This is an optimization exercise on Yosys and OpenROAD, whose aim is small area, a short achievable clock period and few clock cycles per item, not a production implementation. Only simulation tests tie the RTL to the original design; equivalence was not proved. Power figures rest on the tool's default switching activity, not on a simulated workload.

Setup of JK:
## multiturn_polar_angle_tracker
module multiturn_polar_angle_tracker #(
  parameter int SAMPLES_PER_AVERAGE = 5,
  parameter int SAMPLE_BITS         = 12
) (
  input  logic                                  clk,
  input  logic                                  rst,
  input  logic                                  psel,
  input  logic                                  penable,
  input  logic                                  pwrite,
  input  logic [mpat_pkg::APB_ADDR_W-1:0]       paddr,
  input  logic [mpat_pkg::APB_DATA_W-1:0]       pwdata,
  output logic [mpat_pkg::APB_DATA_W-1:0]       prdata,
  output logic                                  pready,
  input  logic [SAMPLE_BITS-1:0]                sample,
  input  logic                                  sample_valid,
  output logic                                  sample_stall,
  output logic signed [mpat_pkg::ANGLE_W-1:0]   angle_q8,
  output logic [mpat_pkg::STAGE_W-1:0]          stage,
  output logic [mpat_pkg::OUT_W-1:0]            average,
  output logic [mpat_pkg::OUT_W-1:0]            max_seen,
  output logic [mpat_pkg::OUT_W-1:0]            min_seen,
  output logic                                  result_valid,
  input  logic                                  result_stall
);
  logic [11:0] r_zero;
  logic [15:0] r_gain;
  logic [8:0]  r_deg;
  logic [8:0]  r_off;
  logic [11:0] r_thr;
  logic [3:0]  r_max;
  logic [2:0]  idx;
  logic        wr;
  assign idx    = paddr[4:2];
  assign wr     = psel && penable && pwrite;
  assign pready = 1'b1;
  always_ff @(posedge clk) begin
    if (rst) begin
      r_zero <= mpat_pkg::RST_ZERO_CODE;
      r_gain <= mpat_pkg::RST_GAIN_Q16;
      r_deg  <= mpat_pkg::RST_STAGE_DEGREES;
      r_off  <= mpat_pkg::RST_ANGLE_OFFSET;
  ...
For scale: roughly 150 I/O pins, about 0.014 sq mm of cells after synthesis.
Settings: LEC_CHECK=0, CAP_MARGIN=20, CORE_MARGIN=2, CORE_UTILIZATION=40, CTS_CLUSTER_DIAMETER=120, CTS_CLUSTER_SIZE=24, SETUP_SLACK_MARGIN=3.0, SLEW_MARGIN=20; clock period 7.0 ns.
standard.sh (not shown) runs the stock make flow with config.mk's settings and CLKGATE_MAP_FILE= SYNTH_SCRIPT=/design/flow/synth_recipe.tcl, a recipe that flattens the netlist after the stock synthesis.
==> flow/flow/run.sh <==
#!/bin/bash
# Layout flow: the standard ORFS flow (standard.sh's make call) with these
# changes: synthesis maps with an area-oriented ABC script (flow/area.abc)
# instead of ORFS's speed script; ports are buffered with buf_N cells given
# below; and the cells listed in EXTRA_DONT_USE are kept out of the netlist
# (added to the platform's don't-use list). Register mapping, flattening,
# renaming, floorplan, power grid, placement, CTS and routing are unchanged.
set -euo pipefail
here=$(pwd)
EXTRA_DONT_USE="sky130_fd_sc_hd__a222oi_1"
PORT_BUFFER="sky130_fd_sc_hd__buf_1"
# synthesis body: ORFS synth.tcl with the abc script argument replaced
sed 's#^source \$::env(SCRIPTS_DIR)/synth_preamble.tcl#source $::env(SCRIPTS_DIR)/synth_preamble.tcl\nset abc_args [lreplace $abc_args 1 1 $::env(MY_ABC_SCRIPT)]#' \
  "$FLOW_HOME/scripts/synth.tcl" > "$here/my_synth_body.tcl"
grep -q 'MY_ABC_SCRIPT' "$here/my_synth_body.tcl"
# The standard flow's synthesis wrapper, sourcing that body instead of ORFS's synth.tcl
sed "s#source \$::env(SCRIPTS_DIR)/synth.tcl#source $here/my_synth_body.tcl#" \
  "$here/synth_recipe.tcl" > "$here/my_synth.tcl"
grep -q 'my_synth_body.tcl' "$here/my_synth.tcl"
# the platform's don't-use list plus the extra cells
du=$(DONT_USE_CELLS="$EXTRA_DONT_USE" make -s -C "$FLOW_HOME" DESIGN_CONFIG="$here/config.mk" \
  WORK_HOME="$here/orfs" print-DONT_USE_CELLS 2> "$here/dont_use.log" | sed -n 's/^DONT_USE_CELLS: //p')
echo "$du" >> "$here/dont_use.log"
for c in $EXTRA_DONT_USE; do grep -q "$c" <<< "$du"; done
grep -q 'probe_p_8' <<< "$du"
# standard.sh with the synthesis script swapped and the don't-use list given
sed "s#SYNTH_SCRIPT=[^ ]*#SYNTH_SCRIPT=$here/my_synth.tcl DONT_USE_CELLS=\"$du\"#" \
  "$here/standard.sh" > "$here/my_standard.sh"
grep -q 'my_synth.tcl' "$here/my_standard.sh"
export BUFFER_PORTS_ARGS="-buffer_cell $PORT_BUFFER"
export MY_ABC_SCRIPT="$here/flow/area.abc"
bash "$here/my_standard.sh" > "$here/flow.log" 2>&1
==> flow/flow/area.abc <==
&get -n
&st
&dch
&nf
&put
Testbench counts of JK, summed over its fixed seeds: cycles 16,064, items 3,200.
Input changes introduced in MS (baseline for comparison: JK):
--- a/flow/design.v
+++ b/flow/design.v
@@ -232,16 +232,15 @@
   logic [13:0]        d_q;
   logic [7:0]         l_q;
   logic [1:0]         m_cnt;
   logic               m_busy;
   logic               m_idle;
   logic [12:0]        dval;
-  logic [20:0]        tsum;
   logic [6:0]         dneg;
   logic [16:0]        a_init;
-  assign dval = tsum[12:0];
+  assign dval = {1'b0, mean} - {1'b0, r_zero};
   always_comb begin
     logic [15:0] dx;
     dx = {dval[12], dval[12], dval, 1'b0};
     for (int j = 0; j < 7; j++) begin
       dneg[j] = dx[2*j+2] & ~(dx[2*j+1] & dx[2*j]);
     end
@@ -271,17 +270,16 @@
   logic m_go;
   assign m_go = (m_cnt != 2'd3) || (out_busy && !trk_d);
   logic [20:0] row0;
   logic [20:0] row1;
   logic [20:0] cs_s;
   logic [20:0] cs_c;
+  logic [20:0] tsum;
   logic [13:0] d_next;
   logic [5:0]  enc_q;
   logic        last_q;
-  logic        busy_next;
-  assign busy_next = do_load || (m_busy && !(m_go && m_cnt == 2'd3));
   always_comb begin
     if (do_load) begin
       d_next = {dval, 1'b0};
     end else if (m_busy && m_go) begin
       d_next = {{4{d_q[13]}}, d_q[13:4]};
     end else begin
@@ -291,14 +289,14 @@
   function automatic logic [2:0] booth_enc(input logic [2:0] b);
     booth_enc = {b[1] ^ b[0],
                  (b[2] & ~b[1] & ~b[0]) | (~b[2] & b[1] & b[0]),
                  b[2] & ~(b[1] & b[0])};
   endfunction
   always_ff @(posedge clk) begin
-    enc_q  <= busy_next ? {booth_enc(d_next[4:2]), booth_enc(d_next[2:0])} : 6'd0;
-    last_q <= busy_next && (do_load ? 1'b0 : ((m_busy && m_go) ? (m_cnt == 2'd2) : (m_cnt == 2'd3)));
+    enc_q  <= {booth_enc(d_next[4:2]), booth_enc(d_next[2:0])};
+    last_q <= do_load ? 1'b0 : ((m_busy && m_go) ? (m_cnt == 2'd2) : (m_cnt == 2'd3));
   end
   always_comb begin
     logic [17:0] g1;
     logic [17:0] g2;
     logic [20:0] xs;
     logic [20:0] a;
@@ -310,19 +308,17 @@
     end
     row0[20:18] = {3{enc_q[0]}};
     row1[1:0]   = 2'b00;
     row1[20]    = enc_q[3];
     xs   = {{3{x_q[13]}}, x_q, 4'b0};
     row1 = row1 | (last_q ? xs : 21'd0);
-    row0 = row0 | (m_busy ? 21'd0 : {9'b0, mean});
-    row1 = row1 | (m_busy ? 21'd0 : ~{9'b0, r_zero});
-    a = m_busy ? 21'(a_q) : 21'd0;
+    a = 21'(a_q);
     for (int i = 0; i < 21; i++) begin
       cs_s[i] = a[i] ^ row0[i] ^ row1[i];
     end
-    cs_c[0] = !m_busy;
+    cs_c[0] = 1'b0;
     for (int i = 1; i < 21; i++) begin
       cs_c[i] = (a[i-1] & row0[i-1]) | (a[i-1] & row1[i-1]) | (row0[i-1] & row1[i-1]);
     end
   end
   assign tsum = cs_s + cs_c;
   logic [13:0] x_q;
## What came out
Any difference in post-layout utilization of the core between JK and MS is small enough to ignore.
Going from JK to MS, count of H-tree levels built during CTS now sits at about the same level; met1 routing resource usage after global routing now sits lower; normalized max-slew margin now sits higher; worst setup slack now sits higher.
Between JK and MS, the flow reports die area increasing slightly.
The synthesized area of MS is higher than that of JK.
Proportion of final cell area spent on non-clock buffers essentially unchanged between MS and JK.
Going from JK to MS, the all-layer global routing usage was found to have gone down by 0.46 points.
Measured against each other, MS and JK differ in worst-case vdd ir drop, the lower figure coming from JK.
Testbench counts of MS, summed over its fixed seeds: cycles 16,064, items 3,200.

==> port drivers added, routing unchanged <==
How much do the figures lean on ideal ports? The routed layouts below were timed once more, with nothing changed but the port constraints.
Step 1, drivers: a clkbuf_16 drives clk and a buf_2 each remaining input, both assumed.
Step 2 also shifts input and output timing later by t, the mid clock arrival at the registers, as if the neighbouring blocks saw the same clock.
a / b / c = ideal ports / drivers / drivers and shift; a / b = the first two.
| run | t (ns) | slack for setup (ns) | worst hold slack (ns) | worst register clock-pin slew, ns |
|---|---|---|---|---|
| JK | 0.532 | 3.077 / 3.049 / 2.872 | 0.451 / 0.451 / 0.451 | 0.11 / 0.11 |
| MS | 0.527 | 3.087 / 3.064 / 3.064 | 0.453 / 0.453 / 0.453 | 0.11 / 0.11 |
After both steps setup and hold are still met in every run listed. The setup slack of JK, which loses most, moves by -0.028 ns with the drivers and by -0.205 ns with both steps.
